From an optimization exercise on the open Yosys and OpenROAD flow, aimed at small area, a short achievable clock period and few clock cycles per item; shortcuts taken in it are not production practice. RTL that was checked went through simulation tests only; none was proved equivalent to the original. The RTL of run 1 was laid out without a check of its function. No activity file was given, so power comes from the tool's default toggle rates.

==> flow/design.v, too long to show whole: its modules and the start of the top module <==
// module goertzel_power_detect: 2219 lines
// module goertzel_fa: 10 lines
// module goertzel_hold: 10 lines
// module goertzel_ha: 9 lines
module goertzel_power_detect #(
   parameter int OW       = 20,
   parameter int PW       = 2*OW+1,
   parameter int HOLD_ON  = 3,
   parameter int HOLD_OFF = 3
) (
   input  logic            i_clk,
   input  logic            i_rst,
   input  logic [2*OW-1:0] s_axis_tdata,
   input  logic            s_axis_tvalid,
   output logic            s_axis_tready,
   output logic [PW-1:0]   m_axis_tdata,
   output logic            m_axis_tuser,
   output logic            m_axis_tvalid,
   input  logic            m_axis_tready,
   input  logic [PW-1:0]   i_threshold,
   output logic            o_detect
);
  // ...
==> flow/flow/run.sh <==
#!/bin/bash
# Standard ORFS layout (the standard.sh, standard synthesis unchanged),
# with the port buffers made from the smallest buffer cell.
set -euo pipefail
bash standard.sh BUFFER_PORTS_ARGS="-buffer_cell sky130_fd_sc_hd__buf_1" finish > standard_flow.log 2>&1
==> flow/standard.sh <==
#!/bin/bash
# synth_recipe.tcl (not shown) runs the flow's synth.tcl, then flattens the netlist and writes it again
# the make line also repeats each setting of config.mk as NAME=value (left out here)
make -C /OpenROAD-flow-scripts/flow DESIGN_CONFIG=/design/flow/config.mk WORK_HOME=/design/flow/orfs CLKGATE_MAP_FILE= SYNTH_SCRIPT=/design/flow/synth_recipe.tcl "${@:-finish}"
==> flow/config.mk <==
export PLATFORM = sky130hd
export DESIGN_NAME = goertzel_power_detect
export DESIGN_NICKNAME = goertzel_power_detect
export VERILOG_FILES = /design/flow/design.v
export SDC_FILE = /design/flow/constraint.sdc
export NUM_CORES = 4
export LEC_CHECK = 0
export CAP_MARGIN = 20
export CORE_MARGIN = 2
export CORE_UTILIZATION = 40
export CTS_BUF_LIST = sky130_fd_sc_hd__clkbuf_8
export SETUP_SLACK_MARGIN = 3.5
export SLEW_MARGIN = 20
export SYNTH_HIERARCHICAL = 1
export SYNTH_MINIMUM_KEEP_SIZE = 0
==> flow/constraint.sdc <==
create_clock -name core_clock -period 8.0 [get_ports {i_clk}]
set_input_delay 1.6000 -clock core_clock [delete_from_list [all_inputs] [get_ports {i_clk}]]
set_output_delay 1.6000 -clock core_clock [all_outputs]
set_load 0.01 [all_outputs]
==> impl_metrics.toml, run 1 <==
[global_route]
maximum_number_of_pins_on_one_net_before_global_route_repair = 103
met2_usage_pct = 35.2

[worst_hold_path]
worstHoldEndpoint = "r_v3"

[clock_tree]
clock_tree.buffer_depth = 2
numCtsBuffers = 17
h_tree_depth = 4
cts.root.buffer_cell = "sky130_fd_sc_hd__clkbuf_8"
worst_setup_hold_path_clk_slew_ns = 0.10

[routing]
post-route-drc-count = 0

[sta]
rsz0062_at_grt = "true"
drv_slew = 0
clock-skew-final_ns = 0.0171
hold_ws_ns = 0.453
min_period_over_period_pct = 54.6
worst_setup_slack_after_layout_ns = 3.63
setup_violations = 0

[yosys]
post_synth_num_cell_types = 54
synth_seq_cells = 155
number_of_flops_mapped_to_enable_cells_by_yosys = 149

[outcome]
outcome = "complete, no violations"

[final_layout]
layout.filler_cells = 3806
top_regs = "g_mid.r_mid (67), r_pwr (41)"
clk_share_pct = 2.08

[setup_path]
regToRegStartpoint = "g_in.r_im[14]"

[power_and_ir_drop]
switching_power_mw = 3.46
seq_cell_power_mw = 1.72
==> run 2: changes to the inputs <==
--- a/flow/design.v
+++ b/flow/design.v
@@ -14,17 +14,17 @@
    output logic            m_axis_tuser,
    output logic            m_axis_tvalid,
    input  logic            m_axis_tready,
    input  logic [PW-1:0]   i_threshold,
    output logic            o_detect
 );
    localparam bit c_INREG  = 1'b1;
    localparam bit c_MIDREG = 1'b1;
-   localparam bit c_INMUX  = 1'b0;
+   localparam bit c_INMUX  = 1'b1;
    localparam int c_HMAX = (HOLD_ON > HOLD_OFF) ? HOLD_ON : HOLD_OFF;
    localparam int c_CW   = (c_HMAX > 1) ? $clog2(c_HMAX) : 1;
    logic            w_en;
    logic            w_v1, w_v2;
    logic            r_v3;
    logic [OW-1:0]   x_re, x_im;
    logic [67-1:0] w_mid_d, w_mid_q;
    logic [PW-1:0]   w_ra, w_rb;
==> flow/config.mk (replaced) <==
export PLATFORM = sky130hd
export DESIGN_NAME = goertzel_power_detect
export DESIGN_NICKNAME = goertzel_power_detect
export VERILOG_FILES = /design/flow/design.v
export SDC_FILE = /design/flow/constraint.sdc
export NUM_CORES = 4
export LEC_CHECK = 0
export CAP_MARGIN = 20
export CORE_MARGIN = 2
export CORE_UTILIZATION = 40
export SETUP_SLACK_MARGIN = 3.5
export SLEW_MARGIN = 20
export SYNTH_HIERARCHICAL = 1
export SYNTH_MINIMUM_KEEP_SIZE = 0
==> impl_metrics.toml, run 2 <==
[run]
max-cap-violations = 0

[routing]
post-route-drc-count = 0
antenna_violating_nets_post_route = 0
viasPerCell = 5.20
post_drt_wl_per_cell_um = 19.6
drt-pass1-iter-count = 5
total_number_of_vias = 11700
drt-initial-drc-count = 856
wl_um = 44200

[yosys]
synthSimpleGateAreaFrac_pct = 11.6
number_of_flops_mapped_to_enable_cells_by_yosys = 109
post_synth_num_cell_types = 55
synth.avg_cell_area_sq_um = 10.9
synth_xor_area_share_pct = 1.52
ys_async_sr_fraction_pct = 0
synthMuxAreaShare_pct = 2.90
syn_nets = 2122
synth_area_leaders = "sky130_fd_sc_hd__fa_1 (41%), sky130_fd_sc_hd__edfxtp_1 (19%), sky130_fd_sc_hd__nand2_1 (8.5%)"
post_synth_instance_area_sq_mm = 0.0173
synth_top_family_by_area = "adder cells"
yosys.area_share.adder_pct = 48.6
yosys.area.top_type = "sky130_fd_sc_hd__fa_1"
synthFlopType = "sky130_fd_sc_hd__edfxtp_1"
post-synth-top-area-fraction_pct = 41.1
synth-compound-area-share_pct = 4.79
yosysWarningCount = 7
synth_seq_cells = 155
most_common_library_cells_after_synthesis = "sky130_fd_sc_hd__nand2_1 (390), sky130_fd_sc_hd__fa_1 (355), sky130_fd_sc_hd__inv_1 (193)"
yosysSeqAreaShare_pct = 24.3
post-synth-top-count-cell = "sky130_fd_sc_hd__nand2_1"
postSynthCellCount = 1579

[sta]
maxClockFrequency_ghz = 0.228
min_period_over_period_pct = 54.8
slew-limit-headroom_pct = 45.3
drv_slew = 0
final.setup.tns_ns = 0
final_hold_violation_count = 0
final.min_clock_period_ns = 4.38
tightest_slew_ns = 0.821
setup_violations = 0
clock-skew-final_ns = 0.0218
worst_setup_slack_after_layout_ns = 3.62
rsz0062_at_grt = "true"

[power_and_ir_drop]
vdd_ir_drop_max_v = 0.000184
seqPwrFrac_pct = 23.1
leakage_nw = 7.75
internal_power_mw = 4.25
switching_power_mw = 3.52
comb_power_share_pct = 66.5
switching_share_pct = 45.3
power_density_mw_per_mm2 = 409
clkPwrFrac_pct = 10.4

[clock_tree]
h_tree_depth = 4
cts.root.buffer_cell = "sky130_fd_sc_hd__clkbuf_16"
insertion_delay_ns = 0.47
tritoncts = "built"
numCtsBuffers = 17
numClockSinks = 155
worst_setup_hold_path_clk_slew_ns = 0.07
cts-hold-fix-buffers = 0
clock_tree.buffer_depth = 2

[final_layout]
register_bank_with_the_most_flops = "g_mid.r_mid"
top_regs = "g_mid.r_mid (67), r_pwr (41)"
fin_util_pct = 44.3
multi_input_comb_area_sq_mm = 0.0120
final_layout_size_suffix_gt1_share_pct = 8.76
layout.filler_cells = 3985
fin_area_sq_mm = 0.0190
antenna_cells = 0
largest_reg_flops = 67
synthToLayoutAreaGrowth_pct = 10.0
mostFrequentLayoutCells = "sky130_fd_sc_hd__nand2_1 (390), sky130_fd_sc_hd__fa_1 (354), sky130_fd_sc_hd__inv_1 (193)"
commonest_non_fill_non_tap_cell_in_the_layout = "sky130_fd_sc_hd__nand2_1"
layout.area.seq_sq_mm = 0.00431
finalNetCount = 2196

[floorplanning]
boundaryPins = 130
floorplan.rows = 76
die_x_um = 212
initial_utilization_pct = 40.3
floorplan_die_height_um = 212
placeableCoreArea_sq_mm = 0.0429
design.die.area_sq_mm = 0.0449

[global_route]
grt_antenna_before_repair = 0
overflow = 0
wire_length_of_the_first_global_routing_pass_um = 70100
groute.usage.overall_pct = 20.8
first_global_vias = 12700
maximum_number_of_pins_on_one_net_before_global_route_repair = 66

[setup_path]
path_max_fanout = 21
crit_path_start_kind = "register"
cp-end-kind = "register"
regToRegStartpoint = "g_in.r_re[4]"
timing.critical_path.required_ns = 8.20
worstPathArrival_ns = 4.59
r2r_end = "g_mid.r_mid[38]"
ff2ff_setup_slack_ns = 3.62
critPathKind = "reg2reg"
reg2regPathDepth = 11

[place]
cell_area_after_placement_sq_mm = 0.0182
finalWeightedCongestion = 0.901
numPortBuffers = 129
place_ws_ns = 3.03
dp_hpwl_um = 31700

[worst_hold_path]
hold_path_depth = 2
hold_path.startpoint = "g_mid.r_v2"
worstHoldEndpoint = "r_v3"
hp-class = "reg2reg"

[outcome]
outcome = "complete, no violations"
-- run 2: layout make-up --
| class | count | area share (%) |
|---|---|---|
| inverter | 193 | 3.81 |
| clock buffer | 20 | 2.46 |
| tap | 585 | 3.85 |
| multi-input combinational | 1140 | 63.3 |
| sequential | 155 | 22.7 |
| timing repair buffer | 146 | 3.40 |
| clock inverter | 12 | 0.533 |
-- run 2: worst max-delay path, cell delays in order (launching register included) --
cell                      delay [ns]
sky130_fd_sc_hd__dfxtp_2        0.73
sky130_fd_sc_hd__nand2_1        0.16
sky130_fd_sc_hd__fa_1           0.46
sky130_fd_sc_hd__fa_1           0.53
sky130_fd_sc_hd__fa_1           0.49
sky130_fd_sc_hd__inv_1          0.06
sky130_fd_sc_hd__fa_1           0.42
sky130_fd_sc_hd__inv_1          0.08
sky130_fd_sc_hd__fa_1           0.42
sky130_fd_sc_hd__fa_1           0.49
sky130_fd_sc_hd__inv_1          0.04
sky130_fd_sc_hd__ha_1           0.26
-- run 2: worst max path at each step --
stage	cells after the start	end	slack, ns	from
floorplan	13	g_mid.r_mid[36]	3.51	g_in.r_im[6]
global placement	11	g_mid.r_mid[40]	3.08	g_in.r_re[16]
detailed placement	9	g_mid.r_mid[43]	3.03	g_in.r_re[8]
CTS	9	g_mid.r_mid[43]	3.45	g_in.r_re[18]
global route	20	r_hit	3.48	g_mid.r_mid[9]
finish	11	g_mid.r_mid[38]	3.62	g_in.r_re[4]
-- run 2: power groups by stage --
| stage | registers (mW) | logic (mW) | clock network (mW) |
|---|---|---|---|
| final | 1.79 | 5.16 | 0.811 |
| after detailed placement | 1.81 | 5.09 | 0 |
| after floorplan | 1.76 | 3.57 | 0 |
| after global placement | 1.81 | 4.96 | 0 |
| after global routing | 1.83 | 6.04 | 0.869 |
| after CTS | 1.80 | 5.14 | 0.840 |
-- run 2: cells by family (layout without fill, tap and decap cells) --
logic type | count (synthesis) | count (layout)
compound gates | 124 | 124
flops | 155 | 155
simple gates | 483 | 483
buf+inv | 284 | 371
mux | 45 | 45
fa+ha+maj | 458 | 458
xor+xnor | 30 | 30
-- run 2: modules after synthesis (local to each module, per instance), excerpt --
module / cell area [sq um] / cells inside / copies in the design
goertzel_fa: 20.0 / 1 / 354
goertzel_power_detect: 9660 / 1178 / 1
goertzel_ha: 12.5 / 1 / 3
-- run 2: layer usage --
layer	global-route usage [%]	vias up	routed length, um
met2	32.9	533	20300
met1	28.6	5950	19300
met3	4.54	87	3510
met5	0	-	0
met4	6.70	0	1030
li1	-	5136	-
-- run 2: metrics by stage --
step	instances	power (mW)	hold slack [ns]
after global placement	2213	6.77	0.432
after CTS	2246	7.78	0.451
after global routing	2251	8.74	0.488
after floorplan	1579	5.33	0.419
final	2251	7.77	0.452
after detailed placement	2213	6.91	0.438
-- run 2: repair_timing --
item,4_1_cts,5_1_grt
pin swaps,1,10
setup buffers,1,5
endpoints found under the setup margin,42,24
resized for setup,43,39
Testbench counts of run 2, summed over its fixed seeds: cycles 2,072, items 2,048.
==> run 3: changes to the inputs <==
--- a/flow/config.mk
+++ b/flow/config.mk
@@ -10,3 +10,4 @@
 export CORE_UTILIZATION = 40
-export SETUP_SLACK_MARGIN = 3.5
+export CTS_BUF_LIST = sky130_fd_sc_hd__clkbuf_8
+export SETUP_SLACK_MARGIN = 4.0
 export SLEW_MARGIN = 20
==> impl_metrics.toml, run 3 <==
[final_layout]
mostFrequentLayoutCells = "sky130_fd_sc_hd__nand2_1 (347), sky130_fd_sc_hd__fa_1 (219), sky130_fd_sc_hd__inv_1 (172)"
top_regs = "g_mid.r_mid (67), r_pwr (41)"
largest_reg_flops = 67
synthToLayoutAreaGrowth_pct = 27.6
finalNetCount = 2381
fin_area_sq_mm = 0.0220
antenna_cells = 0
layout.filler_cells = 3731
commonest_non_fill_non_tap_cell_in_the_layout = "sky130_fd_sc_hd__nand2_1"
register_bank_with_the_most_flops = "g_mid.r_mid"
final_layout_size_suffix_gt1_share_pct = 29.4
fin_util_pct = 51.4
post_layout_nonfiller_instances = 2436

[yosys]
post-synth-top-area-fraction_pct = 41.1
synth.avg_cell_area_sq_um = 10.9
most_common_library_cells_after_synthesis = "sky130_fd_sc_hd__nand2_1 (390), sky130_fd_sc_hd__fa_1 (355), sky130_fd_sc_hd__inv_1 (193)"
synthFlopType = "sky130_fd_sc_hd__edfxtp_1"
post_synth_num_cell_types = 55
postSynthCellCount = 1579
synth_seq_cells = 155
synth_area_leaders = "sky130_fd_sc_hd__fa_1 (41%), sky130_fd_sc_hd__edfxtp_1 (19%), sky130_fd_sc_hd__nand2_1 (8.5%)"
post_synth_instance_area_sq_mm = 0.0173
yosys.area.top_type = "sky130_fd_sc_hd__fa_1"
syn_nets = 2122
yosysSeqAreaShare_pct = 24.3
ys_async_sr_fraction_pct = 0
yosysWarningCount = 7
number_of_flops_mapped_to_enable_cells_by_yosys = 109
post-synth-top-count-cell = "sky130_fd_sc_hd__nand2_1"

[sta]
maxClockFrequency_ghz = 0.235
tightest_slew_ns = 0.837
final_hold_violation_count = 0
hold_ws_ns = 0.463
worst_setup_slack_after_layout_ns = 3.74
setup_violations = 0
drv_slew = 0
rsz0062_at_grt = "true"
clock-skew-final_ns = 0.0152
final.setup.tns_ns = 0
slew-limit-headroom_pct = 44.2
min_period_over_period_pct = 53.2
final.min_clock_period_ns = 4.26

[worst_hold_path]
hold_path.startpoint = "g_mid.r_v2"
worstHoldEndpoint = "r_v3"
hp-class = "reg2reg"
hold_path_depth = 2

[setup_path]
critical-path-top-delay-family = "adder cells"
regToRegStartpoint = "g_in.r_re[10]"
crit_path_start_kind = "register"
critical_path.max_stage_delay_ns = 0.62
critPathSlowestCell = "sky130_fd_sc_hd__fa_2"
reg2regPathDepth = 11
timing.critical_path.cells = "buf_12 > buf_6 > nand2_4 > fa_2 > fa_2 > fa_2 > fa_2 > fa_2 > fa_2 > inv_2 > ha_4"
cp-end-kind = "register"
worstPathBufferInverterCount = 3
r2r_end = "g_mid.r_mid[43]"
path_max_fanout = 5
timing.critical_path.required_ns = 8.29
worstPathArrival_ns = 4.55
critPathKind = "reg2reg"
critical-path-top-cell-by-count = "sky130_fd_sc_hd__fa_2"
ff2ff_setup_slack_ns = 3.74

[place]
finalWeightedCongestion = 0.843
cell_area_after_placement_sq_mm = 0.0184
number_of_cells_after_detailed_placement = 2207
dp_hpwl_um = 31400
place_ws_ns = 3.21
numPortBuffers = 129

[outcome]
outcome = "complete, no violations"

[routing]
drt-pass1-iter-count = 8
drt-initial-drc-count = 1215
post-route-drc-count = 0
wl_um = 54800
post_drt_wl_per_cell_um = 22.5
antenna_violating_nets_post_route = 0
viasPerCell = 5.31
total_number_of_vias = 12900

[clock_tree]
insertion_delay_ns = 0.53
tritoncts = "built"
cts.root.buffer_cell = "sky130_fd_sc_hd__clkbuf_8"
clock_tree.buffer_depth = 2
h_tree_depth = 4
cts-hold-fix-buffers = 0
numClockSinks = 155
worst_setup_hold_path_clk_slew_ns = 0.10
numCtsBuffers = 17

[run]
max-cap-violations = 0

[power_and_ir_drop]
leakage_nw = 9.02
fin_total_pwr_mw = 8.58
power_density_mw_per_mm2 = 389
vdd_ir_drop_max_v = 0.000265

[global_route]
first_global_vias = 13600
groute.usage.overall_pct = 25.1
wire_length_of_the_first_global_routing_pass_um = 81500
overflow = 0
maximum_number_of_pins_on_one_net_before_global_route_repair = 65
grt_antenna_before_repair = 1

[floorplanning]
die_x_um = 212
floorplan_die_height_um = 212
boundaryPins = 130
placeableCoreArea_sq_mm = 0.0429
floorplan.rows = 76
design.die.area_sq_mm = 0.0449
initial_utilization_pct = 40.3
-- run 3: cell types whose count changed in the layout (fill, tap and decap cells not counted), sizes merged --
cell,before,now
inv,201,202
clkbuf,20,17
nand2b,4,5
buf,146,328
bufbuf,0,2
clkinvlp,1,0
clkinv,3,6
-- run 3: kinds of logic (layout without fill, tap and decap cells) --
kind of cell,Yosys count,in the layout,share of synthesized area [%]
compound gates,124,124,4.79
xor+xnor,30,30,1.52
fa+ha+maj,458,458,48.6
buf+inv,284,555,6.35
flops,155,155,24.3
mux,45,45,2.90
simple gates,483,484,11.6
-- run 3: modules after synthesis (local to each module, per instance), a selection --
module | flip-flops and latches | cell area, sq um | cells | copies in the design
goertzel_ha | 0 | 12.5 | 1 | 3
goertzel_fa | 0 | 20.0 | 1 | 354
goertzel_power_detect | 155 | 9660 | 1178 | 1
-- run 3: cell type report --
cell class / count / area (sq um) / area share [%]
well taps: 585 / 732 / 3.32
repair buffers: 330 / 3140 / 14.2
clock buffers: 17 / 234 / 1.06
clock inverters: 15 / 134 / 0.607
flip-flops and latches: 155 / 4340 / 19.7
inverters: 193 / 724 / 3.29
multi-input cells: 1141 / 12700 / 57.8
-- run 3: worst max-delay path by stage --
stage               cells after the start           start              end  slack [ns]
CTS                                    19  g_mid.r_mid[9]            r_hit        3.72
floorplan                              13   g_in.r_re[18]  g_mid.r_mid[36]        3.88
global placement                       19  g_mid.r_mid[9]            r_hit        3.26
global route                           19  g_mid.r_mid[9]            r_hit        3.43
detailed placement                     19  g_mid.r_mid[9]            r_hit        3.21
finish                                 11   g_in.r_re[10]  g_mid.r_mid[43]        3.74
-- run 3: routing by layer --
metal / vias to the layer above / track usage (%) / part of all wire, % / wire length, um
met5: - / 0 / 0.016 / 9
met4: 2 / 12.4 / 5.5 / 3030
met3: 207 / 8.13 / 10 / 5610
met2: 783 / 38.7 / 45 / 24500
met1: 6421 / 31.9 / 40 / 21700
li1: 5521 / - / - / -
-- run 3: power by group --
part | internal (mW) | leakage [nW] | switching (mW)
Clock | 0.225 | 0.192 | 0.357
Sequential | 1.59 | 1.57 | 0.142
Combinational | 2.81 | 7.25 | 3.45
Total | 4.63 | 9.02 | 3.95
-- run 3: worst min-delay path: stages (launching register included) --
cell                      delay (ns)
sky130_fd_sc_hd__dfxtp_1        0.33
sky130_fd_sc_hd__inv_1          0.05
sky130_fd_sc_hd__a21oi_1        0.05
-- run 3: repair_timing --
action | 4_1_cts | 5_1_grt
gates cloned | 5 | 0
setup endpoints to repair | 52 | 38
pin swaps | 43 | 84
setup buffers | 153 | 39
gates resized for setup | 185 | 157
==> run 4: changes to the inputs <==
--- a/flow/config.mk
+++ b/flow/config.mk
@@ -7,2 +7,3 @@
 export LEC_CHECK = 0
+export ABC_AREA = 1
 export CAP_MARGIN = 20
@@ -11,3 +12,3 @@
 export CTS_BUF_LIST = sky130_fd_sc_hd__clkbuf_8
-export SETUP_SLACK_MARGIN = 4.0
+export SETUP_SLACK_MARGIN = 3.5
 export SLEW_MARGIN = 20
==> impl_metrics.toml, run 4 <==
[clock_tree]
worst_setup_hold_path_clk_slew_ns = 0.10
numCtsBuffers = 17
tritoncts = "built"
clock_tree.buffer_depth = 2
insertion_delay_ns = 0.51
h_tree_depth = 4
cts.root.buffer_cell = "sky130_fd_sc_hd__clkbuf_8"
numClockSinks = 155

[setup_path]
worstPathArrival_ns = 4.63
critPathSlowestCell = "sky130_fd_sc_hd__dfxtp_4"
critical-path-top-cell-by-count = "sky130_fd_sc_hd__fa_1"
regToRegStartpoint = "g_in.r_re[15]"
reg2regPathDepth = 9
timing.critical_path.cells = "nand2_1 > fa_1 > fa_1 > fa_1 > fa_1 > fa_1 > fa_1 > inv_1 > ha_1"
critical-path-top-delay-family = "adder cells"
cp-end-kind = "register"
ff2ff_setup_slack_ns = 3.62
critPathKind = "reg2reg"
crit_path_start_kind = "register"
worstPathBufferInverterCount = 1
critical_path.max_stage_delay_ns = 0.59
r2r_end = "g_mid.r_mid[43]"
timing.critical_path.required_ns = 8.26
launching_instance_or_port_of_the_critical_path = "g_in.r_re[15]"
path_max_fanout = 21

[place]
number_of_cells_after_detailed_placement = 2679
dp_hpwl_um = 36000
finalWeightedCongestion = 0.907
numPortBuffers = 129

[global_route]
wire_length_of_the_first_global_routing_pass_um = 77800
overflow = 0
first_global_vias = 14500
grt_antenna_before_repair = 0
groute.usage.overall_pct = 21.4
maximum_number_of_pins_on_one_net_before_global_route_repair = 154

[yosys]
syn_nets = 2569
ys_async_sr_fraction_pct = 0
post_synth_instance_area_sq_mm = 0.0184
post_synth_num_cell_types = 32
post-synth-top-area-fraction_pct = 38.7
yosysWarningCount = 7
most_common_library_cells_after_synthesis = "sky130_fd_sc_hd__nand2_1 (760), sky130_fd_sc_hd__fa_1 (355), sky130_fd_sc_hd__inv_1 (343)"
number_of_flops_mapped_to_enable_cells_by_yosys = 109
yosys.area.top_type = "sky130_fd_sc_hd__fa_1"
post-synth-top-count-cell = "sky130_fd_sc_hd__nand2_1"
synth_area_leaders = "sky130_fd_sc_hd__fa_1 (39%), sky130_fd_sc_hd__edfxtp_1 (18%), sky130_fd_sc_hd__nand2_1 (16%)"
yosysSeqAreaShare_pct = 22.9
postSynthCellCount = 2026
synth.avg_cell_area_sq_um = 9.06
synthFlopType = "sky130_fd_sc_hd__edfxtp_1"
synth_seq_cells = 155

[floorplanning]
design.die.area_sq_mm = 0.0476
floorplan_die_height_um = 218
initial_utilization_pct = 40.4
floorplan.rows = 78
die_x_um = 218
boundaryPins = 130
placeableCoreArea_sq_mm = 0.0454

[run]
max-cap-violations = 0

[final_layout]
synthToLayoutAreaGrowth_pct = 8.18
antenna_cells = 0
top_regs = "g_mid.r_mid (67), r_pwr (41)"
largest_reg_flops = 67
final_layout_size_suffix_gt1_share_pct = 5.82
post_layout_nonfiller_instances = 2714
finalNetCount = 2644
mostFrequentLayoutCells = "sky130_fd_sc_hd__nand2_1 (760), sky130_fd_sc_hd__fa_1 (355), sky130_fd_sc_hd__inv_1 (342)"
register_bank_with_the_most_flops = "g_mid.r_mid"
commonest_non_fill_non_tap_cell_in_the_layout = "sky130_fd_sc_hd__nand2_1"

[routing]
total_number_of_vias = 13500
post_drt_wl_per_cell_um = 17.9
wl_um = 48700
drt-initial-drc-count = 970
antenna_violating_nets_post_route = 0
viasPerCell = 4.98
drt-pass1-iter-count = 6
post-route-drc-count = 0

[worst_hold_path]
hold_path.startpoint = "g_mid.r_mid[0]"
worstHoldEndpoint = "r_pwr[0]"
hold_path_depth = 0
hp-class = "reg2reg"

[power_and_ir_drop]
power_density_mw_per_mm2 = 405
leakage_nw = 9.00
vdd_ir_drop_max_v = 0.000181

[sta]
setup_violations = 0
slew-limit-headroom_pct = 46.3
tightest_slew_ns = 0.806
clock-skew-final_ns = 0.0178
final.min_clock_period_ns = 4.38
final_hold_violation_count = 0
rsz0062_at_grt = "false"
drv_slew = 0
final.setup.tns_ns = 0
min_period_over_period_pct = 54.7
maxClockFrequency_ghz = 0.229

[outcome]
outcome = "complete, no violations"
run 4: changes by cell type after synthesis, sizes merged, moves of 9 or more:
cell	before	now
inv	193	348
o21ai	19	10
nor2	20	70
mux2	41	0
nand2	390	792
and2	18	2
xnor2	17	0
nand3	12	25
a21o	21	1
run 4: cell families after synthesis:
| group | count (synthesis) | share of synthesized area [%] |
|---|---|---|
| adders and majority gates | 458 | 45.7 |
| muxes | 1 | 0.0545 |
| AOI/OAI and AO/OA | 48 | 1.36 |
| DFF | 155 | 22.9 |
| and+or+nand+nor | 911 | 19.8 |
| xor gates and xnor gates | 16 | 0.763 |
| buffers and inverters | 437 | 9.43 |
run 4: how the worst max path moves through the flow:
stage / endpoint / depth (start not counted)
finish: g_mid.r_mid[43] / 9
global route: g_mid.r_mid[41] / 11
CTS: g_mid.r_mid[36] / 11
detailed placement: g_mid.r_mid[36] / 11
global placement: g_mid.r_mid[36] / 11
floorplan: s_axis_tready / 2
run 4: power breakdown:
group          switching [mW]  leakage (nW)  total (mW)  internal [mW]
clock network           0.352         0.202       0.611          0.258
registers               0.203          1.57        1.81           1.61
logic                    3.36          7.23        5.62           2.26
run 4: timing repair:
item                                   in CTS  in global routing
cloned                                      0                  0
pin swaps                                   0                  0
setup endpoints to repair                  41                 21
hold buffers                                0                  0
gates resized for setup                    40                 25
endpoints found under the hold margin       0                  0
setup buffers                               0                  3
run 4: per-module statistics from Yosys (local to each module, per instance), excerpt:
module | copies in the design | area [sq um]
goertzel_ha | 3 | 12.5
goertzel_fa | 354 | 20.0
goertzel_power_detect | 1 | 10600
run 4: metal layers:
layer  global-route usage (%)  part of all wire (%)  vias to the layer above
li1                         -                     -                     6167
met1                     28.1                    42                     6681
met2                     35.5                    47                      576
met3                     4.55                   7.8                       81
met4                     6.51                   2.6                        0
met5                        0                     0                        -
run 4: per-stage QoR:
step | worst slack, ns | power, mW | util (%) | area, sq um | hold WS (ns)
2_1_floorplan | 3.38 | 5.65 | - | 18400 | 0.426
3_3_place_gp | 3.08 | 7.28 | 42.5 | 19300 | 0.441
3_5_place_dp | 3.04 | 7.41 | 42.5 | 19300 | 0.445
4_1_cts | 3.48 | 8.09 | 43.5 | 19800 | 0.471
5_1_grt | 3.50 | 9.08 | 43.8 | 19900 | 0.492
6_report | 3.62 | 8.04 | 43.8 | 19900 | 0.466
run 4: layout make-up:
class / instances / area [sq um]
clock inverters: 15 / 159
inverters: 348 / 1320
fillers: 4490 / 25500
flip-flops and latches: 155 / 4300
repair buffers: 145 / 658
well taps: 600 / 751
clock buffers: 17 / 234
multi-input cells: 1434 / 12400
run 4: worst register-to-register path, cell delays in order (launching register included):
cell	delay [ns]
sky130_fd_sc_hd__dfxtp_4	0.59
sky130_fd_sc_hd__nand2_1	0.16
sky130_fd_sc_hd__fa_1	0.48
sky130_fd_sc_hd__fa_1	0.54
sky130_fd_sc_hd__fa_1	0.45
sky130_fd_sc_hd__fa_1	0.54
sky130_fd_sc_hd__fa_1	0.44
sky130_fd_sc_hd__fa_1	0.59
sky130_fd_sc_hd__inv_1	0.07
sky130_fd_sc_hd__ha_1	0.27
==> run 5: changes to the inputs <==
--- a/flow/config.mk
+++ b/flow/config.mk
@@ -7,3 +7,2 @@
 export LEC_CHECK = 0
-export ABC_AREA = 1
 export CAP_MARGIN = 20
==> impl_metrics.toml, run 5 <==
[yosys]
synth_area_leaders = "sky130_fd_sc_hd__fa_1 (41%), sky130_fd_sc_hd__edfxtp_1 (19%), sky130_fd_sc_hd__nand2_1 (8.5%)"
number_of_flops_mapped_to_enable_cells_by_yosys = 109
post_synth_instance_area_sq_mm = 0.0173
syn_nets = 2122
yosysWarningCount = 7
yosysSeqAreaShare_pct = 24.3
ys_async_sr_fraction_pct = 0
synthFlopType = "sky130_fd_sc_hd__edfxtp_1"
post-synth-top-count-cell = "sky130_fd_sc_hd__nand2_1"
most_common_library_cells_after_synthesis = "sky130_fd_sc_hd__nand2_1 (390), sky130_fd_sc_hd__fa_1 (355), sky130_fd_sc_hd__inv_1 (193)"
yosys.area.top_type = "sky130_fd_sc_hd__fa_1"
synth.avg_cell_area_sq_um = 10.9
post_synth_num_cell_types = 55
post-synth-top-area-fraction_pct = 41.1
synth_seq_cells = 155
postSynthCellCount = 1579

[routing]
post-route-drc-count = 0
antenna_violating_nets_post_route = 0
viasPerCell = 5.23
total_number_of_vias = 11800
post_drt_wl_per_cell_um = 19.6
drt-pass1-iter-count = 5
wl_um = 44200
drt-initial-drc-count = 879

[final_layout]
mostFrequentLayoutCells = "sky130_fd_sc_hd__nand2_1 (390), sky130_fd_sc_hd__fa_1 (353), sky130_fd_sc_hd__inv_1 (193)"
fin_util_pct = 44.0
synthToLayoutAreaGrowth_pct = 9.35
fin_area_sq_mm = 0.0189
layout.area.seq_sq_mm = 0.00431
multi_input_comb_area_sq_mm = 0.0121
final_layout_size_suffix_gt1_share_pct = 9.34
register_bank_with_the_most_flops = "g_mid.r_mid"
finalNetCount = 2201
largest_reg_flops = 67
layout.filler_cells = 3994
top_regs = "g_mid.r_mid (67), r_pwr (41)"
commonest_non_fill_non_tap_cell_in_the_layout = "sky130_fd_sc_hd__nand2_1"

[clock_tree]
cts-hold-fix-buffers = 0
numCtsBuffers = 17
tritoncts = "built"
insertion_delay_ns = 0.53
clock_tree.buffer_depth = 2
numClockSinks = 155
cts.root.buffer_cell = "sky130_fd_sc_hd__clkbuf_8"
worst_setup_hold_path_clk_slew_ns = 0.10
h_tree_depth = 4

[global_route]
wire_length_of_the_first_global_routing_pass_um = 69800
grt_antenna_before_repair = 1
overflow = 0
maximum_number_of_pins_on_one_net_before_global_route_repair = 66
groute.usage.overall_pct = 20.8
first_global_vias = 12600

[setup_path]
critPathSlowestCell = "sky130_fd_sc_hd__dfxtp_2"
critPathKind = "reg2reg"
path_max_fanout = 21
cp-end-kind = "register"
timing.critical_path.cells = "nand2_1 > fa_1 > fa_1 > fa_1 > inv_1 > fa_1 > inv_1 > fa_1 > fa_1 > inv_1 > ha_1"
critical-path-top-cell-by-count = "sky130_fd_sc_hd__fa_1"
crit_path_start_kind = "register"
critical_path.max_stage_delay_ns = 0.73
worstPathArrival_ns = 4.66
timing.critical_path.required_ns = 8.27

[power_and_ir_drop]
switching_share_pct = 46.0
fin_total_pwr_mw = 7.62
internal_power_mw = 4.11
seqPwrFrac_pct = 23.5
switching_power_mw = 3.51
leakage_nw = 7.70
power_density_mw_per_mm2 = 403
clkPwrFrac_pct = 8.1
vdd_ir_drop_max_v = 0.000194
comb_power_share_pct = 68.4

[place]
finalWeightedCongestion = 0.901
numPortBuffers = 129
cell_area_after_placement_sq_mm = 0.0182
place_ws_ns = 3.03
dp_hpwl_um = 31700

[floorplanning]
initial_utilization_pct = 40.3
design.die.area_sq_mm = 0.0449
placeableCoreArea_sq_mm = 0.0429
floorplan_die_height_um = 212
boundaryPins = 130
floorplan.rows = 76
die_x_um = 212

[sta]
maxClockFrequency_ghz = 0.228
final_hold_violation_count = 0
min_period_over_period_pct = 54.9
final.setup.tns_ns = 0
setup_violations = 0
final.min_clock_period_ns = 4.39
drv_slew = 0
clock-skew-final_ns = 0.0308
tightest_slew_ns = 0.820
rsz0062_at_grt = "true"
worst_setup_slack_after_layout_ns = 3.61
slew-limit-headroom_pct = 45.3

[outcome]
outcome = "complete, no violations"

[run]
max-cap-violations = 0

[worst_hold_path]
hp-class = "reg2reg"
[run 5: cell type report]
class / instances / share of cell area [%]
tap: 585 / 3.87
clock buffer: 18 / 1.31
antenna: 1 / 0.0132
clock inverter: 14 / 0.715
sequential: 155 / 22.8
timing repair buffer: 151 / 3.62
multi-input combinational: 1140 / 63.8
inverter: 193 / 3.83
[run 5: per-module statistics from Yosys, one instance, submodules excluded, excerpt]
module,flops+latches,area [sq um],cells,copies in the design
goertzel_power_detect,155,9660,1178,1
goertzel_fa,0,20.0,1,354
goertzel_ha,0,12.5,1,3
[run 5: per-layer routing]
metal	global-route usage, %	share of wire [%]	vias to the layer above
met5	0	0	-
met4	7.33	2.5	0
met3	5.09	8.5	94
met2	32.7	46	553
met1	28.0	43	6008
li1	-	-	5139
[run 5: timing repair]
| item | in CTS | in global routing |
|---|---|---|
| gates resized for setup | 44 | 45 |
| buffers inserted | 1 | 10 |
| setup endpoints to repair | 43 | 25 |
| pin swaps | 1 | 16 |
| hold endpoints to repair | 0 | 0 |
| gates cloned | 0 | 0 |
[run 5: logic make-up (layout without fill, tap and decap cells)]
family,after synthesis,count (layout),synth area share [%]
and+or+nand+nor,483,483,11.6
adders and majority gates,458,458,48.6
buffers and inverters,284,376,6.35
DFF,155,155,24.3
AOI/OAI and AO/OA,124,124,4.79
muxes,45,45,2.90
xor gates and xnor gates,30,30,1.52
other,0,1,0
[run 5: worst paths after layout]
| path | start | endpoint | slack, ns | depth (start not counted) |
|---|---|---|---|---|
| worst min register to register | g_mid.r_v2 | r_v3 | 0.46 | 2 |
| worst min-delay path | g_mid.r_v2 | r_v3 | 0.46 | 2 |
| worst max-delay path | g_in.r_re[4] | g_mid.r_mid[38] | 3.61 | 11 |
| worst max register to register | g_in.r_re[4] | g_mid.r_mid[38] | 3.61 | 11 |
[run 5: worst max-delay path: cells and delay by family (launching register included)]
kind | cells | cell delay (ns)
fa+ha+maj | 7 | 3.07
flops | 1 | 0.73
buf+inv | 3 | 0.18
simple gates | 1 | 0.16
[run 5: power groups by stage]
stage	combinational (mW)	sequential, mW	clock, mW
after floorplan	3.57	1.76	0
after global placement	4.96	1.81	0
after detailed placement	5.09	1.81	0
after CTS	5.14	1.80	0.644
after global routing	6.11	1.82	0.668
final	5.22	1.79	0.614
[run 5: through the flow]
stage / cells / hold slack, ns
finish: 2257 / 0.456
detailed placement: 2213 / 0.438
floorplan: 1579 / 0.419
global placement: 2213 / 0.432
global route: 2256 / 0.496
CTS: 2246 / 0.456
==> run 6: changes to the inputs <==
--- a/flow/config.mk
+++ b/flow/config.mk
@@ -9,4 +9,5 @@
 export CORE_MARGIN = 2
-export CORE_UTILIZATION = 40
+export CORE_UTILIZATION = 60
 export CTS_BUF_LIST = sky130_fd_sc_hd__clkbuf_8
+export PLACE_DENSITY = 0.75
 export SETUP_SLACK_MARGIN = 3.5
==> impl_metrics.toml, run 6 <==
[routing]
drt-pass1-iter-count = 5
viasPerCell = 5.81
post-route-drc-count = 0
wl_um = 40800
post_drt_wl_per_cell_um = 19.9
drt-initial-drc-count = 1092
total_number_of_vias = 11900
antenna_violating_nets_post_route = 0

[place]
number_of_cells_after_detailed_placement = 2013
place_ws_ns = 3.12
numPortBuffers = 129
finalWeightedCongestion = 0.926
dp_hpwl_um = 29400

[floorplanning]
floorplan_die_height_um = 174
die_x_um = 174
initial_utilization_pct = 60.5
boundaryPins = 130
design.die.area_sq_mm = 0.0302
floorplan.rows = 62
placeableCoreArea_sq_mm = 0.0285

[yosys]
number_of_flops_mapped_to_enable_cells_by_yosys = 109
postSynthCellCount = 1579
syn_nets = 2122
post_synth_num_cell_types = 55
synth_seq_cells = 155
post-synth-top-count-cell = "sky130_fd_sc_hd__nand2_1"
synth_area_leaders = "sky130_fd_sc_hd__fa_1 (41%), sky130_fd_sc_hd__edfxtp_1 (19%), sky130_fd_sc_hd__nand2_1 (8.5%)"
yosys.area.top_type = "sky130_fd_sc_hd__fa_1"
yosysSeqAreaShare_pct = 24.3
synth.avg_cell_area_sq_um = 10.9
synthFlopType = "sky130_fd_sc_hd__edfxtp_1"
post-synth-top-area-fraction_pct = 41.1
post_synth_instance_area_sq_mm = 0.0173
ys_async_sr_fraction_pct = 0
most_common_library_cells_after_synthesis = "sky130_fd_sc_hd__nand2_1 (390), sky130_fd_sc_hd__fa_1 (355), sky130_fd_sc_hd__inv_1 (193)"
yosysWarningCount = 7

[setup_path]
critical_path.max_stage_delay_ns = 0.56
timing.critical_path.cells = "ha_1 > inv_1 > fa_2 > nor4b_4 > nor3_1 > o31ai_1 > a21o_1 > a21o_1 > a2111oi_0 > nor3_1 > buf_4 > ha_1 > a21o_1 > a221oi_1 > o22ai_1 > a211oi_2 > o211ai_1 > a21oi_2 > o31ai_1"
crit_path_start_kind = "register"
r2r_end = "r_hit"
regToRegStartpoint = "g_mid.r_mid[8]"
timing.critical_path.required_ns = 8.23
reg2regPathDepth = 19
launching_instance_or_port_of_the_critical_path = "g_mid.r_mid[8]"
ff2ff_setup_slack_ns = 3.59
worstPathArrival_ns = 4.64
cp-end-kind = "register"
critical-path-top-cell-by-count = "sky130_fd_sc_hd__a21o_1"
path_max_fanout = 4
critPathSlowestCell = "sky130_fd_sc_hd__a2111oi_0"
critPathKind = "reg2reg"
critical_path.endpoint = "r_hit"

[power_and_ir_drop]
vdd_ir_drop_max_v = 0.000201
internal_power_mw = 4.09
leakage_nw = 7.66
switching_share_pct = 45.9
seqPwrFrac_pct = 23.7
power_density_mw_per_mm2 = 409
switching_power_mw = 3.47
comb_power_share_pct = 68.5
clkPwrFrac_pct = 7.8

[final_layout]
register_bank_with_the_most_flops = "g_mid.r_mid"
final_layout_size_suffix_gt1_share_pct = 8.11
finalNetCount = 2195
largest_reg_flops = 67
synthToLayoutAreaGrowth_pct = 7.10
antenna_cells = 0
mostFrequentLayoutCells = "sky130_fd_sc_hd__nand2_1 (390), sky130_fd_sc_hd__fa_1 (354), sky130_fd_sc_hd__inv_1 (194)"
top_regs = "g_mid.r_mid (67), r_pwr (41)"
post_layout_nonfiller_instances = 2049
commonest_non_fill_non_tap_cell_in_the_layout = "sky130_fd_sc_hd__nand2_1"

[clock_tree]
worst_setup_hold_path_clk_slew_ns = 0.09
insertion_delay_ns = 0.49
clock_tree.buffer_depth = 2
numCtsBuffers = 17
h_tree_depth = 4
tritoncts = "built"
cts.root.buffer_cell = "sky130_fd_sc_hd__clkbuf_8"
numClockSinks = 155

[sta]
maxClockFrequency_ghz = 0.227
rsz0062_at_grt = "true"
min_period_over_period_pct = 55.2
setup_violations = 0
final.setup.tns_ns = 0
clock-skew-final_ns = 0.0233
drv_slew = 0
worst_setup_slack_after_layout_ns = 3.59
slew-limit-headroom_pct = 41.0
tightest_slew_ns = 0.885
final.min_clock_period_ns = 4.41
final_hold_violation_count = 0

[global_route]
groute.usage.overall_pct = 28.4
grt_antenna_before_repair = 0
wire_length_of_the_first_global_routing_pass_um = 66300
maximum_number_of_pins_on_one_net_before_global_route_repair = 68
first_global_vias = 12900
overflow = 0

[worst_hold_path]
hold_path.startpoint = "g_mid.r_mid[0]"
hp-class = "reg2reg"
hold_path_depth = 0

[outcome]
outcome = "complete, no violations"

[run]
max-cap-violations = 0
-- run 6: cell counts after synthesis --
Identical to the previous run, type by type.
-- run 6: worst min-delay path by stage --
| stage | endpoint |
|---|---|
| 3_3_place_gp | r_v3 |
| 3_5_place_dp | r_pwr[0] |
| 5_1_grt | r_v3 |
| 4_1_cts | r_pwr[0] |
| 2_1_floorplan | r_v3 |
| 6_report | r_pwr[0] |
-- run 6: cell families (layout without fill, tap and decap cells) --
| kind of cell | count (synthesis) | count (layout) | share of synthesized area [%] |
|---|---|---|---|
| and+or+nand+nor | 483 | 483 | 11.6 |
| adders and majority gates | 458 | 458 | 48.6 |
| buffers and inverters | 284 | 370 | 6.35 |
| DFF | 155 | 155 | 24.3 |
| AOI/OAI and AO/OA | 124 | 124 | 4.79 |
| muxes | 45 | 45 | 2.90 |
| xor gates and xnor gates | 30 | 30 | 1.52 |
-- run 6: final cells by class --
type,count,area [sq um]
Clock inverter,13,114
Inverter,193,724
Sequential cell,155,4300
Timing Repair Buffer,145,616
Tap cell,384,480
Multi-Input combinational cell,1140,12000
Fill cell,2210,10000
Clock buffer,19,262
-- run 6: power by group through the flow --
stage               Combinational (mW)  Clock, mW  Sequential (mW)
floorplan                         3.57          0             1.76
global route                      5.98      0.632             1.82
global placement                  4.78          0             1.80
finish                            5.18      0.591             1.79
detailed placement                5.04          0             1.81
CTS                               5.10      0.607             1.79
-- run 6: what timing repair did --
action	4_1_cts	5_1_grt
pin swaps	1	0
resized for setup	36	31
endpoints found under the setup margin	40	24
hold buffers	0	0
setup buffers	2	2
-- run 6: modules after synthesis (local to each module, per instance), a selection --
| module | flops+latches | cells inside | cell area (sq um) | times used |
|---|---|---|---|---|
| goertzel_ha | 0 | 1 | 12.5 | 3 |
| goertzel_power_detect | 155 | 1178 | 9660 | 1 |
| goertzel_fa | 0 | 1 | 20.0 | 354 |
-- run 6: metal layers --
layer	global-route usage [%]	vias up	part of all wire, %
met5	0	-	0
met4	9.63	0	2.6
met3	7.92	111	11
met2	44.1	757	46
met1	39.2	5916	40
li1	-	5127	-
-- run 6: critical path: cells and delay by family, from the launching register on --
family	cells	cell delay [ns]
AOI/OAI and AO/OA	11	2.37
and+or+nand+nor	3	0.40
buffers and inverters	2	0.25
adders and majority gates	3	0.77
DFF	1	0.38
-- run 6: per-stage QoR --
stage | hold slack, ns | instance area (sq um) | util [%] | total power [mW]
after floorplan | 0.419 | 17300 | - | 5.33
after global placement | 0.430 | 18000 | 62.9 | 6.59
after detailed placement | 0.449 | 18000 | 62.9 | 6.84
after CTS | 0.471 | 18400 | 64.5 | 7.50
after global routing | 0.500 | 18500 | 64.8 | 8.44
final | 0.467 | 18500 | 64.8 | 7.56

what the ideal ports hide:
The flow's constraints put no driver on any port. The routed layouts listed below were extracted and timed again, unchanged, in two steps. Step 1 sets driving cells, clkbuf_16 on the clock port and buf_2 on the other inputs (assumed; they add their load-dependent delay and slew). Step 2 also shifts input and output timing later by t, the mid clock arrival at the registers, as if the neighbouring blocks saw the same clock. a / b / c = ideal / step 1 / step 2; a / b = the first two.
run	t, ns	setup slack, ns	worst hold slack (ns)	latest minus earliest clock arrival (ns)	cell pins on the clock port's net
run 1	0.583	3.632 / 3.632 / 3.632	0.453 / 0.453 / 0.453	0.018 / 0.018	1
run 2	0.508	3.616 / 3.616 / 3.616	0.452 / 0.452 / 0.452	0.024 / 0.023	1
run 3	0.572	3.740 / 3.740 / 3.740	0.463 / 0.463 / 0.463	0.016 / 0.016	1
run 4	0.553	3.625 / 3.625 / 3.625	0.466 / 0.466 / 0.466	0.018 / 0.018	1
run 5	0.568	3.606 / 3.606 / 3.606	0.456 / 0.456 / 0.456	0.032 / 0.031	1
run 6	0.523	3.588 / 3.588 / 3.588	0.467 / 0.467 / 0.467	0.024 / 0.024	1
After both steps setup and hold are still met in every run listed.
